From an optimization exercise on the open Yosys and OpenROAD flow, aimed at small area, a short achievable clock period and few clock cycles per item; shortcuts taken in it are not production practice.
In this exercise RTL edits were held to simulation tests only and were not proved equivalent to the original.
Power figures rest on the tool's default switching activity, not on a simulated workload.

File: design/flow/run.sh
#!/bin/bash
# synth_recipe.tcl (not shown) runs the flow's synth.tcl, then flattens the netlist and writes it again
# the make line also repeats each setting of config.mk as NAME=value (left out here)
make -C /OpenROAD-flow-scripts/flow DESIGN_CONFIG=/design/flow/config.mk WORK_HOME=/design/flow/orfs CLKGATE_MAP_FILE= SYNTH_SCRIPT=/design/flow/synth_recipe.tcl finish
File: design/flow/config.mk
export PLATFORM = sky130hd
export DESIGN_NAME = rational_arith_unit
export DESIGN_NICKNAME = rational_arith_unit
export VERILOG_FILES = /design/flow/design.v
export SDC_FILE = /design/flow/constraint.sdc
export NUM_CORES = 4
export LEC_CHECK = 0
export CAP_MARGIN = 20
export CORE_MARGIN = 2
export CORE_UTILIZATION = 40
export SLEW_MARGIN = 20
File: design/flow/constraint.sdc
create_clock -name core_clock -period 8.0 [get_ports {clock}]
set_input_delay 1.6000 -clock core_clock [delete_from_list [all_inputs] [get_ports {clock}]]
set_output_delay 1.6000 -clock core_clock [all_outputs]
set_load 0.01 [all_outputs]
File: design/flow/design.v
   localparam logic [2:0] CMD_REDUCE = 3'd0;
   localparam logic [2:0] CMD_ADD    = 3'd1;
   localparam logic [2:0] CMD_SUB    = 3'd2;
   localparam logic [2:0] CMD_MUL    = 3'd3;
   localparam logic [2:0] CMD_DIV    = 3'd4;
   localparam logic [2:0] CMD_EQ     = 3'd5;
   localparam logic [2:0] CMD_LT     = 3'd6;
   localparam logic [1:0] STATUS_OK       = 2'd0;
   localparam logic [1:0] STATUS_ZERO_DEN = 2'd1;
   localparam logic [1:0] STATUS_OVERFLOW = 2'd2;
   localparam logic [1:0] KIND_ARITH = 2'd0;
   localparam logic [1:0] KIND_EQ    = 2'd1;
   localparam logic [1:0] KIND_LT    = 2'd2;
   localparam logic [1:0] KIND_CONST = 2'd3;
   typedef struct packed {
      logic [1:0] kind;
      logic       neg0;
      logic       neg1;
      logic       neg2;
      logic       use1;
      logic [1:0] status;
   } ctl_type;
module rau_front #(
   parameter int W = 32
) (
   input  logic                 [2:0]   command,
   input  logic signed          [W-1:0] a_num,
   input  logic signed          [W-1:0] a_den,
   input  logic signed          [W-1:0] b_num,
   input  logic                 [W-2:0] b_den,
   output logic [8+6*W-1:0] entry
);
   localparam logic [2:0] CMD_REDUCE = 3'd0;
   localparam logic [2:0] CMD_ADD    = 3'd1;
   localparam logic [2:0] CMD_SUB    = 3'd2;
   localparam logic [2:0] CMD_MUL    = 3'd3;
   localparam logic [2:0] CMD_DIV    = 3'd4;
   localparam logic [2:0] CMD_EQ     = 3'd5;
   localparam logic [2:0] CMD_LT     = 3'd6;
   localparam logic [1:0] STATUS_OK       = 2'd0;
   localparam logic [1:0] STATUS_ZERO_DEN = 2'd1;
   localparam logic [1:0] STATUS_OVERFLOW = 2'd2;
   localparam logic [1:0] KIND_ARITH = 2'd0;
   localparam logic [1:0] KIND_EQ    = 2'd1;
   localparam logic [1:0] KIND_LT    = 2'd2;
   localparam logic [1:0] KIND_CONST = 2'd3;
   typedef struct packed {
      logic [1:0] kind;
      logic       neg0;
      logic       neg1;
      logic       neg2;
      logic       use1;
      logic [1:0] status;
   } ctl_type;
   ctl_type    ctl;
   logic [W-1:0] an, ad, bn, bd, one;
   logic         an_n, ad_n, bn_n;
   logic [W-1:0] x0, y0, x1, y1, x2, y2;
   assign an_n = a_num[W-1];
   assign ad_n = a_den[W-1];
   assign bn_n = b_num[W-1];
   assign an   = an_n ? W'(-a_num) : W'(a_num);
   assign ad   = ad_n ? W'(-a_den) : W'(a_den);
   assign bn   = bn_n ? W'(-b_num) : W'(b_num);
   assign bd   = {1'b0, b_den};
   assign one  = W'(1);
   always_comb begin
      ctl.kind   = KIND_ARITH;
      ctl.neg0   = 1'b0;
      ctl.neg1   = 1'b0;
      ctl.neg2   = 1'b0;
      ctl.use1   = 1'b0;
      ctl.status = STATUS_OK;
      x0 = '0; y0 = '0; x1 = '0; y1 = '0; x2 = '0; y2 = '0;
      case (command)
         CMD_REDUCE: begin
            x0 = an; y0 = one; ctl.neg0 = an_n;
            x2 = ad; y2 = one; ctl.neg2 = ad_n;
            if (ad == '0) begin
               ctl.kind = KIND_CONST; ctl.status = STATUS_ZERO_DEN;
            end
         end
         CMD_ADD, CMD_SUB: begin
            x0 = an; y0 = bd; ctl.neg0 = an_n;
            x1 = bn; y1 = ad; ctl.neg1 = bn_n ^ ad_n ^ (command == CMD_SUB);
            x2 = ad; y2 = bd; ctl.neg2 = ad_n;
            ctl.use1 = 1'b1;
            if (ad == '0 || bd == '0) begin
               ctl.kind = KIND_CONST; ctl.status = STATUS_ZERO_DEN;
            end
         end
         CMD_MUL: begin
            x0 = an; y0 = bn; ctl.neg0 = an_n ^ bn_n;
            x2 = ad; y2 = bd; ctl.neg2 = ad_n;
            if (ad == '0 || bd == '0) begin
               ctl.kind = KIND_CONST; ctl.status = STATUS_ZERO_DEN;
            end
         end
         CMD_DIV: begin
            x0 = an; y0 = bd; ctl.neg0 = an_n;
            x2 = ad; y2 = bn; ctl.neg2 = ad_n ^ bn_n;
            if (ad == '0 || bn == '0) begin
               ctl.kind = KIND_CONST; ctl.status = STATUS_ZERO_DEN;
            end
         end
         CMD_EQ, CMD_LT: begin
            ctl.kind = (command == CMD_EQ) ? KIND_EQ : KIND_LT;
            x0 = an; y0 = bd; ctl.neg0 = an_n ^ ad_n;
            x1 = bn; y1 = ad; ctl.neg1 = bn_n;
            ctl.use1 = 1'b1;
            if (ad == '0 || bd == '0) begin
               ctl.kind = KIND_CONST; ctl.status = STATUS_ZERO_DEN;
            end
         end
         default: begin
            ctl.kind = KIND_CONST;
         end
      endcase
   end
   assign entry = {ctl, x0, y0, x1, y1, x2, y2};
endmodule
module rau_queue #(
   parameter int WIDTH = 8,
   parameter int DEPTH = 2
) (
   input  logic             clock,
   input  logic             reset,
   input  logic             push,
   input  logic [WIDTH-1:0] push_data,
   output logic             full,
   input  logic             pop,
   output logic [WIDTH-1:0] head_data,
   output logic             empty
);
   localparam int AW = (DEPTH > 1) ? $clog2(DEPTH) : 1;
   localparam int CNTW = $clog2(DEPTH + 1);
   logic [WIDTH-1:0] slot_ff [DEPTH];
   logic [AW-1:0]    wr_ptr_ff, wr_ptr_in;
   logic [AW-1:0]    rd_ptr_ff, rd_ptr_in;
   logic [CNTW-1:0]  count_ff, count_in;
   logic             do_push, do_pop;
   assign full      = (count_ff == CNTW'(DEPTH));
   assign empty     = (count_ff == '0);
   assign head_data = slot_ff[rd_ptr_ff];
   assign do_push   = push && !full;
   assign do_pop    = pop && !empty;
   always_comb begin
      wr_ptr_in = wr_ptr_ff;
      rd_ptr_in = rd_ptr_ff;
      count_in  = count_ff;
      if (do_push) begin
         wr_ptr_in = (wr_ptr_ff == AW'(DEPTH - 1)) ? '0 : wr_ptr_ff + 1'b1;
      end
      if (do_pop) begin
         rd_ptr_in = (rd_ptr_ff == AW'(DEPTH - 1)) ? '0 : rd_ptr_ff + 1'b1;
      end
      if (do_push && !do_pop) begin
         count_in = count_ff + 1'b1;
      end else if (do_pop && !do_push) begin
         count_in = count_ff - 1'b1;
      end
   end
   always_ff @(posedge clock) begin
      if (reset) begin
         wr_ptr_ff <= '0;
         rd_ptr_ff <= '0;
         count_ff  <= '0;
      end else begin
         wr_ptr_ff <= wr_ptr_in;
         rd_ptr_ff <= rd_ptr_in;
         count_ff  <= count_in;
      end
   end
   always_ff @(posedge clock) begin
      if (do_push) begin
         slot_ff[wr_ptr_ff] <= push_data;
      end
   end
endmodule
module rau_mul #(
   parameter int W = 32
) (
   input  logic           clock,
   input  logic           load,
   input  logic           step,
   input  logic [W-1:0]   x,
   input  logic [W-1:0]   y,
   output logic [2*W-1:0] product
);
   logic [2*W-1:0] mcand_ff, acc_ff;
   logic [W-1:0]   mplier_ff;
   assign product = acc_ff;
   always_ff @(posedge clock) begin
      if (load) begin
         mcand_ff  <= {{W{1'b0}}, x};
         mplier_ff <= y;
         acc_ff    <= '0;
      end else if (step) begin
         if (mplier_ff[0]) begin
            acc_ff <= acc_ff + mcand_ff;
         end
         mcand_ff  <= {mcand_ff[2*W-2:0], 1'b0};
         mplier_ff <= {1'b0, mplier_ff[W-1:1]};
      end
   end
endmodule
module rau_back #(
   parameter int W = 32
) (
   input  logic                           clock,
   input  logic                           reset,
   input  logic                           q_empty,
   input  logic [8+6*W-1:0] q_entry,
   output logic                           q_pop,
   output logic                           rsp_empty,
   input  logic                           rsp_pop,
   output logic signed [W-1:0]            rsp_res_num,
   output logic        [W-2:0]            rsp_res_den,
   output logic                           rsp_compare_true,
   output logic        [1:0]              rsp_status
);
   localparam logic [2:0] CMD_REDUCE = 3'd0;
   localparam logic [2:0] CMD_ADD    = 3'd1;
   localparam logic [2:0] CMD_SUB    = 3'd2;
   localparam logic [2:0] CMD_MUL    = 3'd3;
   localparam logic [2:0] CMD_DIV    = 3'd4;
   localparam logic [2:0] CMD_EQ     = 3'd5;
   localparam logic [2:0] CMD_LT     = 3'd6;
   localparam logic [1:0] STATUS_OK       = 2'd0;
   localparam logic [1:0] STATUS_ZERO_DEN = 2'd1;
   localparam logic [1:0] STATUS_OVERFLOW = 2'd2;
   localparam logic [1:0] KIND_ARITH = 2'd0;
   localparam logic [1:0] KIND_EQ    = 2'd1;
   localparam logic [1:0] KIND_LT    = 2'd2;
   localparam logic [1:0] KIND_CONST = 2'd3;
   typedef struct packed {
      logic [1:0] kind;
      logic       neg0;
      logic       neg1;
      logic       neg2;
      logic       use1;
      logic [1:0] status;
   } ctl_type;
   localparam int MW = 2 * W;
   localparam int CW = $clog2(MW + 1);
   typedef enum logic [3:0] {
      S_IDLE, S_MUL, S_SUM, S_GEVEN, S_GODD, S_GLOOP, S_GSCALE, S_DIV, S_CHECK, S_OUT
   } state_type;
   state_type       state_ff, state_in;
   ctl_type         ctl_ff, ctl_in, q_ctl;
   logic [CW-1:0]   cnt_ff, cnt_in, k_ff, k_in;
   logic            neg_ff, neg_in;
   logic [MW-1:0]   nm_ff, nm_in, dm_ff, dm_in;
   logic [MW-1:0]   ga_ff, ga_in, gb_ff, gb_in;
   logic [MW-1:0]   qn_ff, qn_in, qd_ff, qd_in, rn_ff, rn_in, rd_ff, rd_in;
   logic [W-1:0]    snum_ff, snum_in;
   logic [W-2:0]    sden_ff, sden_in;
   logic            scmp_ff, scmp_in;
   logic [1:0]      sst_ff, sst_in;
   logic            ovalid_ff, ovalid_in;
   logic [W-1:0]    onum_ff, onum_in;
   logic [W-2:0]    oden_ff, oden_in;
   logic            ocmp_ff, ocmp_in;
   logic [1:0]      ost_ff, ost_in;
   logic [W-1:0]    x0, y0, x1, y1, x2, y2;
   logic [MW-1:0]   p0, p1, p2, p1e;
   logic            mul_load, mul_step, wr;
   logic            s0neg, s1neg;
   logic [MW:0]     sdiff, gdiff, rn_try, rd_try;
   logic [MW-1:0]   rn_sh, rd_sh;
   logic            ovf;
   logic [W-1:0]    lim;
   assign {q_ctl, x0, y0, x1, y1, x2, y2} = q_entry;
   assign mul_load = (state_ff == S_IDLE) && !q_empty;
   assign mul_step = (state_ff == S_MUL);
   rau_mul #(.W(W)) u_mul0 (.clock, .load(mul_load), .step(mul_step),
                            .x(x0), .y(y0), .product(p0));
   rau_mul #(.W(W)) u_mul1 (.clock, .load(mul_load), .step(mul_step),
                            .x(x1), .y(y1), .product(p1));
   rau_mul #(.W(W)) u_mul2 (.clock, .load(mul_load), .step(mul_step),
                            .x(x2), .y(y2), .product(p2));
   assign s0neg = ctl_ff.neg0 && (p0 != '0);
   assign s1neg = ctl_ff.neg1 && (p1 != '0);
   assign p1e   = ctl_ff.use1 ? p1 : '0;
   assign sdiff = {1'b0, p0} - {1'b0, p1e};
   assign gdiff = {1'b0, gb_ff} - {1'b0, ga_ff};
   assign rn_sh  = {rn_ff[MW-2:0], qn_ff[MW-1]};
   assign rd_sh  = {rd_ff[MW-2:0], qd_ff[MW-1]};
   assign rn_try = {rn_ff[MW-1], rn_sh} - {1'b0, ga_ff};
   assign rd_try = {rd_ff[MW-1], rd_sh} - {1'b0, ga_ff};
   assign lim = neg_ff ? {1'b1, {(W-1){1'b0}}} : {1'b0, {(W-1){1'b1}}};
   assign ovf = (qn_ff[MW-1:W] != '0) || (qd_ff[MW-1:W-1] != '0) || (qn_ff[W-1:0] > lim);
   assign wr = (state_ff == S_OUT) && (!ovalid_ff || rsp_pop);
   assign q_pop = mul_load;
   always_comb begin
      state_in = state_ff;
      ctl_in = ctl_ff; cnt_in = cnt_ff; k_in = k_ff; neg_in = neg_ff;
      nm_in = nm_ff; dm_in = dm_ff; ga_in = ga_ff; gb_in = gb_ff;
      qn_in = qn_ff; qd_in = qd_ff; rn_in = rn_ff; rd_in = rd_ff;
      snum_in = snum_ff; sden_in = sden_ff; scmp_in = scmp_ff; sst_in = sst_ff;
      case (state_ff)
         S_IDLE: begin
            if (!q_empty) begin
               ctl_in = q_ctl;
               cnt_in = '0;
               snum_in = '0; sden_in = (W-1)'(1); scmp_in = 1'b0; sst_in = q_ctl.status;
               state_in = (q_ctl.kind == KIND_CONST) ? S_OUT : S_MUL;
            end
         end
         S_MUL: begin
            cnt_in = cnt_ff + 1'b1;
            if (cnt_ff == CW'(W - 1)) begin
               state_in = S_SUM;
            end
         end
         S_SUM: begin
            snum_in = '0; sden_in = (W-1)'(1); scmp_in = 1'b0; sst_in = STATUS_OK;
            case (ctl_ff.kind)
               KIND_EQ: begin
                  scmp_in = (s0neg == s1neg) && (p0 == p1);
                  state_in = S_OUT;
               end
               KIND_LT: begin
                  if (s0neg != s1neg) begin
                     scmp_in = s0neg;
                  end else begin
                     scmp_in = s0neg ? (p0 > p1) : (p0 < p1);
                  end
                  state_in = S_OUT;
               end
               default: begin
                  if (s0neg == s1neg) begin
                     nm_in = p0 + p1e; neg_in = s0neg;
                  end else if (!sdiff[MW]) begin
                     nm_in = sdiff[MW-1:0]; neg_in = s0neg;
                  end else begin
                     nm_in = p1e - p0; neg_in = s1neg;
                  end
                  neg_in = neg_in ^ ctl_ff.neg2;
                  dm_in = p2;
                  ga_in = nm_in; gb_in = p2; k_in = '0;
                  state_in = (nm_in == '0) ? S_OUT : S_GEVEN;
               end
            endcase
         end
         S_GEVEN: begin
            if (!ga_ff[0] && !gb_ff[0]) begin
               ga_in = ga_ff >> 1; gb_in = gb_ff >> 1; k_in = k_ff + 1'b1;
            end else begin
               state_in = S_GODD;
            end
         end
         S_GODD: begin
            if (!ga_ff[0]) begin
               ga_in = ga_ff >> 1;
            end else begin
               state_in = S_GLOOP;
            end
         end
         S_GLOOP: begin
            if (gb_ff == '0) begin
               state_in = S_GSCALE;
            end else if (!gb_ff[0]) begin
               gb_in = gb_ff >> 1;
            end else if (gdiff[MW]) begin
               ga_in = gb_ff; gb_in = ga_ff - gb_ff;
            end else begin
               gb_in = gdiff[MW-1:0];
            end
         end
         S_GSCALE: begin
            if (k_ff == '0) begin
               qn_in = nm_ff; qd_in = dm_ff; rn_in = '0; rd_in = '0; cnt_in = '0;
               state_in = S_DIV;
            end else begin
               ga_in = ga_ff << 1; k_in = k_ff - 1'b1;
            end
         end
         S_DIV: begin
            if (!rn_try[MW]) begin
               rn_in = rn_try[MW-1:0]; qn_in = {qn_ff[MW-2:0], 1'b1};
            end else begin
               rn_in = rn_sh; qn_in = {qn_ff[MW-2:0], 1'b0};
            end
            if (!rd_try[MW]) begin
               rd_in = rd_try[MW-1:0]; qd_in = {qd_ff[MW-2:0], 1'b1};
            end else begin
               rd_in = rd_sh; qd_in = {qd_ff[MW-2:0], 1'b0};
            end
            cnt_in = cnt_ff + 1'b1;
            if (cnt_ff == CW'(MW - 1)) begin
               state_in = S_CHECK;
            end
         end
         S_CHECK: begin
            if (ovf) begin
               snum_in = '0; sden_in = (W-1)'(1); sst_in = STATUS_OVERFLOW;
            end else begin
               snum_in = neg_ff ? W'(-qn_ff[W-1:0]) : qn_ff[W-1:0];
               sden_in = qd_ff[W-2:0];
               sst_in  = STATUS_OK;
            end
            state_in = S_OUT;
         end
         S_OUT: begin
            if (wr) begin
               state_in = S_IDLE;
            end
         end
         default: begin
            state_in = S_IDLE;
         end
      endcase
   end
   always_comb begin
      ovalid_in = ovalid_ff && !rsp_pop;
      onum_in = onum_ff; oden_in = oden_ff; ocmp_in = ocmp_ff; ost_in = ost_ff;
      if (wr) begin
         ovalid_in = 1'b1;
         onum_in = snum_ff; oden_in = sden_ff; ocmp_in = scmp_ff; ost_in = sst_ff;
      end
   end
   always_ff @(posedge clock) begin
      if (reset) begin
         state_ff  <= S_IDLE;
         ovalid_ff <= 1'b0;
      end else begin
         state_ff  <= state_in;
         ovalid_ff <= ovalid_in;
      end
      ctl_ff <= ctl_in; cnt_ff <= cnt_in; k_ff <= k_in; neg_ff <= neg_in;
      nm_ff <= nm_in; dm_ff <= dm_in; ga_ff <= ga_in; gb_ff <= gb_in;
      qn_ff <= qn_in; qd_ff <= qd_in; rn_ff <= rn_in; rd_ff <= rd_in;
      snum_ff <= snum_in; sden_ff <= sden_in; scmp_ff <= scmp_in; sst_ff <= sst_in;
      onum_ff <= onum_in; oden_ff <= oden_in; ocmp_ff <= ocmp_in; ost_ff <= ost_in;
   end
   assign rsp_empty        = !ovalid_ff;
   assign rsp_res_num      = onum_ff;
   assign rsp_res_den      = oden_ff;
   assign rsp_compare_true = ocmp_ff;
   assign rsp_status       = ost_ff;
endmodule
module rational_arith_unit #(
   parameter int WORD_BITS = 32
) (
   input  logic                        clock,
   input  logic                        reset,
   input  logic                        req_push,
   output logic                        req_full,
   input  logic        [2:0]           req_command,
   input  logic signed [WORD_BITS-1:0] req_a_num,
   input  logic signed [WORD_BITS-1:0] req_a_den,
   input  logic signed [WORD_BITS-1:0] req_b_num,
   input  logic        [WORD_BITS-2:0] req_b_den,
   output logic                        rsp_empty,
   input  logic                        rsp_pop,
   output logic signed [WORD_BITS-1:0] rsp_res_num,
   output logic        [WORD_BITS-2:0] rsp_res_den,
   output logic                        rsp_compare_true,
   output logic        [1:0]           rsp_status
);
   localparam logic [2:0] CMD_REDUCE = 3'd0;
   localparam logic [2:0] CMD_ADD    = 3'd1;
   localparam logic [2:0] CMD_SUB    = 3'd2;
   localparam logic [2:0] CMD_MUL    = 3'd3;
   localparam logic [2:0] CMD_DIV    = 3'd4;
   localparam logic [2:0] CMD_EQ     = 3'd5;
   localparam logic [2:0] CMD_LT     = 3'd6;
   localparam logic [1:0] STATUS_OK       = 2'd0;
   localparam logic [1:0] STATUS_ZERO_DEN = 2'd1;
   localparam logic [1:0] STATUS_OVERFLOW = 2'd2;
   localparam logic [1:0] KIND_ARITH = 2'd0;
   localparam logic [1:0] KIND_EQ    = 2'd1;
   localparam logic [1:0] KIND_LT    = 2'd2;
   localparam logic [1:0] KIND_CONST = 2'd3;
   typedef struct packed {
      logic [1:0] kind;
      logic       neg0;
      logic       neg1;
      logic       neg2;
      logic       use1;
      logic [1:0] status;
   } ctl_type;
   localparam int EW = 8 + 6 * WORD_BITS;
   localparam int QDEPTH = 2;
   logic [EW-1:0] f_entry, q_entry;
   logic          q_empty, q_pop;
   rau_front #(.W(WORD_BITS)) u_front (
      .command(req_command), .a_num(req_a_num), .a_den(req_a_den),
      .b_num(req_b_num), .b_den(req_b_den), .entry(f_entry)
   );
   rau_queue #(.WIDTH(EW), .DEPTH(QDEPTH)) u_queue (
      .clock, .reset, .push(req_push), .push_data(f_entry), .full(req_full),
      .pop(q_pop), .head_data(q_entry), .empty(q_empty)
   );
   rau_back #(.W(WORD_BITS)) u_back (
      .clock, .reset, .q_empty, .q_entry, .q_pop,
      .rsp_empty, .rsp_pop, .rsp_res_num, .rsp_res_den, .rsp_compare_true, .rsp_status
   );
endmodule
==> impl_metrics.ini <==
[worst_setup_path]
crit_chain = buf_12, nand2_1, inv_1, ha_1, nand4_1, nor4_2, buf_4, nand4_1, a211oi_2, a311o_2, buf_4, nor3_1, o31ai_1, xor2_2, nand4b_1, or4b_1, or4_1, nor4_1, nand4_1, buf_4, a31o_1
reg2regPathDepth = 21
rr_startpoint = u_back.ctl_ff[2]
arrival_ns = 7.98
cp-start-kind = flop
max_stage_delay_ns = 0.67
cp_top_family = simple AND/OR/NAND/NOR gates
r2r_setup_slack_ns = 0.76
cp_slowest_cell = ha_1
end_kind = flop
crit_required_ns = 8.75
path_class = flop to flop
worstReg2RegEnd = u_back.state_ff[1]
cp-startpoint = u_back.ctl_ff[2]
cp_max_fo = 64
path_buf_inv = 5

[placed_design]
pre_cts_slack_ns = 0.893
place_area_um2 = 108000
hpwlAfterDp_um = 286000
numPlacedInstances = 14300
portBuffers = 201
gp_congestion = 1.08

[layout]
drive_gt1_share_pct = 5.70
fillers = 23900
layout_common_cells = nand2_1 (1578), a21oi_1 (1284), edfxtp_1 (1255)
largest_reg_flops = 398
area_growth_pct = 12.4
fin_nets = 12100
stdcell_area_um2 = 114000
final_common_cell = nand2_1
stdcell_count = 14700
top_register = u_queue.slot_ff

[timing]
finalClockSkew_ns = 0.115
tns_ns = 0
post-route-period-util_pct = 90.5
max_freq_mhz = 138
final_max_slew_viol_count = 0
layout_min_cycle_time_ns = 7.24
grt_setup_unrepaired = no
worst_pin_slew_ns = 1.41
setup_ws_ns = 0.762
fin_hold_ws_ns = 0.400
maxSlewHeadroom_pct = 5.19
hold_violations = 0
finalSetupViolations = 0

[yosys]
synth_top_area_cell = edfxtp_1
synth-seq-cells = 1553
synthTopCellsByArea = edfxtp_1 (37%), ha_1 (9.5%), a21oi_1 (6.4%)
synthesis.nets = 12000
syn_area_um2 = 101000
ys.flop_type = edfxtp_1
async_flop_share_pct = 0
synth.avg_cell_area_um2 = 9.14
synth_top_area_share_pct = 37.2
syn_inst = 11100
yosysWarnings = 4
synth-edff-count = 1255
synth.yosys.seq_area_share_pct = 43.1
ys_types = 92

[cts]
clk_path_buf_depth = 3
postCtsHoldBufs = 0
clk_pin_slew_ns = 0.06
clockRootBuffer = clkbuf_16
numClockSinks = 1553
htreeDepth = 4
cts_tree = done
numCtsBuffers = 173
post-cts-setup-buffer-count = 0
clk_latency_ns = 0.90
ctsResizeCount = 0

[floorplan]
fp.dieH_um = 507
start_util_pct = 40.3
coreArea_um2 = 251000
io_pins = 202
die-area_um2 = 257000
die-width_um = 507
fp-row-count = 184

[grt]
grt_pass1_wl_um = 549000
antenna_found_initial = 20
grt_max_degree = 173
first_global_vias = 84300
overflow = 0
track_usage_pct = 28.0

[pwr]
power_density_nw_per_um2 = 430
p_leak_nw = 46.0
ir_drop_mv = 0.421

[min_path]
hp-start = u_back.u_mul1.mcand_ff[56]
hold_end = u_back.u_mul1.mcand_ff[57]
holdPathStages = 2
hold_class = flop to flop

[detailed_routing]
drt_pre_antenna_iters = 6
finalWirelength_um = 372000
vias = 87700
first_iter_violations = 9396
via_per_inst = 5.98
wl_per_cell_um = 25.4
drt.antenna.violating_nets = 0
drc = 0

[job]
maxCapViolations = 0

[outcome]
outcome = timing/DRC/antenna clean
[tightest hold or removal path, delay by kind of cell, from the launching register on]
| family | cells | cell delay [ns] |
|---|---|---|
| flops | 1 | 0.33 |
| simple gates | 1 | 0.06 |
| compound gates | 1 | 0.05 |
[metrics by stage]
stage	power, mW	utilization [%]
6_report	49.0	45.3
5_1_grt	51.0	45.2
4_1_cts	48.3	45.2
3_5_place_dp	39.6	42.8
3_3_place_gp	39.4	42.7
2_1_floorplan	28.8	-
[cell usage after synthesis, types with 13 or more instances]
library cell     n
nand2_1       1585
a21oi_1       1288
edfxtp_1      1255
nor2_1         884
ha_1           765
o21ai_0        624
inv_1          543
clkbuf_1       458
a21o_1         400
dfxtp_1        298
xnor2_1        289
mux2i_1        243
xor2_1         237
nand4_1        158
nand3_1        147
nor3_1         146
nor4_1         123
o21bai_1       114
o31ai_1         96
and3_1          95
nor2b_1         95
a211oi_1        94
a31oi_1         86
nand2b_1        85
o21a_1          74
or3_1           74
a22oi_1         70
o22ai_1         58
o211ai_1        52
a221o_1         49
or2_2           40
or4_1           40
buf_1           39
and2_1          37
a222oi_1        28
buf_2           28
a221oi_1        27
o41ai_1         24
a211o_1         21
a2111oi_0       20
o2111ai_1       19
a21boi_0        18
and4_1          17
nand3b_1        13
o221ai_1        13
[cells by family after synthesis]
group	after synthesis	share of synthesized area (%)
DFF	1553	43.1
muxes	252	2.50
AOI/OAI and AO/OA	3313	20.3
adders and majority gates	776	9.67
and+or+nand+nor	3577	15.8
buffers and inverters	1073	4.04
xor gates and xnor gates	527	4.57
[layer usage]
metal | share of wire (%) | GRT usage (%) | up-vias
met3 | 7.1 | 4.31 | 670
li1 | - | - | 40500
met2 | 44 | 43.1 | 3604
met5 | 0.027 | 0 | -
met1 | 44 | 38.5 | 42900
met4 | 5.5 | 13.6 | 10
[layout make-up]
class                           instances  area (um2)  area share (%)
Multi-Input combinational cell       8445       53800            47.3
Sequential cell                      1553       43700            38.4
Clock inverter                        110        1570            1.38
Timing Repair Buffer                  423        3810            3.35
Tap cell                             3348        4190            3.68
Inverter                              544        2050            1.80
Antenna cell                           17        42.5          0.0374
Clock buffer                          215        4620            4.06
[worst max-delay path by stage]
stage          depth (start not counted)  slack, ns                  to
2_1_floorplan                          7       0.31     u_back.qd_ff[0]
3_3_place_gp                          20       0.82  u_back.state_ff[1]
3_5_place_dp                          21       0.89  u_back.state_ff[1]
4_1_cts                               21       0.92  u_back.state_ff[1]
5_1_grt                               21       0.63  u_back.state_ff[1]
6_report                              21       0.76  u_back.state_ff[1]
[where the power goes]
group	leakage, nW	internal (mW)	total [mW]	switching (mW)
Clock	2.94	4.96	8.54	3.58
Sequential	14.5	11.9	13.5	1.61
Combinational	28.6	8.58	27.0	18.4
Testbench counts, summed over its fixed seeds: cycles 545,199, items 4,000.

==> what the ideal ports hide <==
The flow's constraints put no driver on any port. The routed layout listed below was extracted and timed again, unchanged, in two steps. Step 1 sets driving cells, clkbuf_16 on the clock port and buf_2 on the other inputs (assumed; they add their load-dependent delay and slew). Step 2 also shifts input and output timing later by t, the mid clock arrival at the registers, as if the neighbouring blocks saw the same clock. Slacks: no drivers / after step 1 / after step 2; pairs: no drivers / after step 1.
t (ns): 0.952
setup WS [ns]: 0.762 / 0.762 / 0.762
worst hold slack (ns): 0.400 / 0.400 / 0.400
latest minus earliest clock arrival (ns): 0.125 / 0.125
cell pins on the clock port's net: 1
After both steps this run still meets setup and hold. For this run, drivers alone change the setup slack by 0.000 ns; drivers and shift together by 0.000 ns.
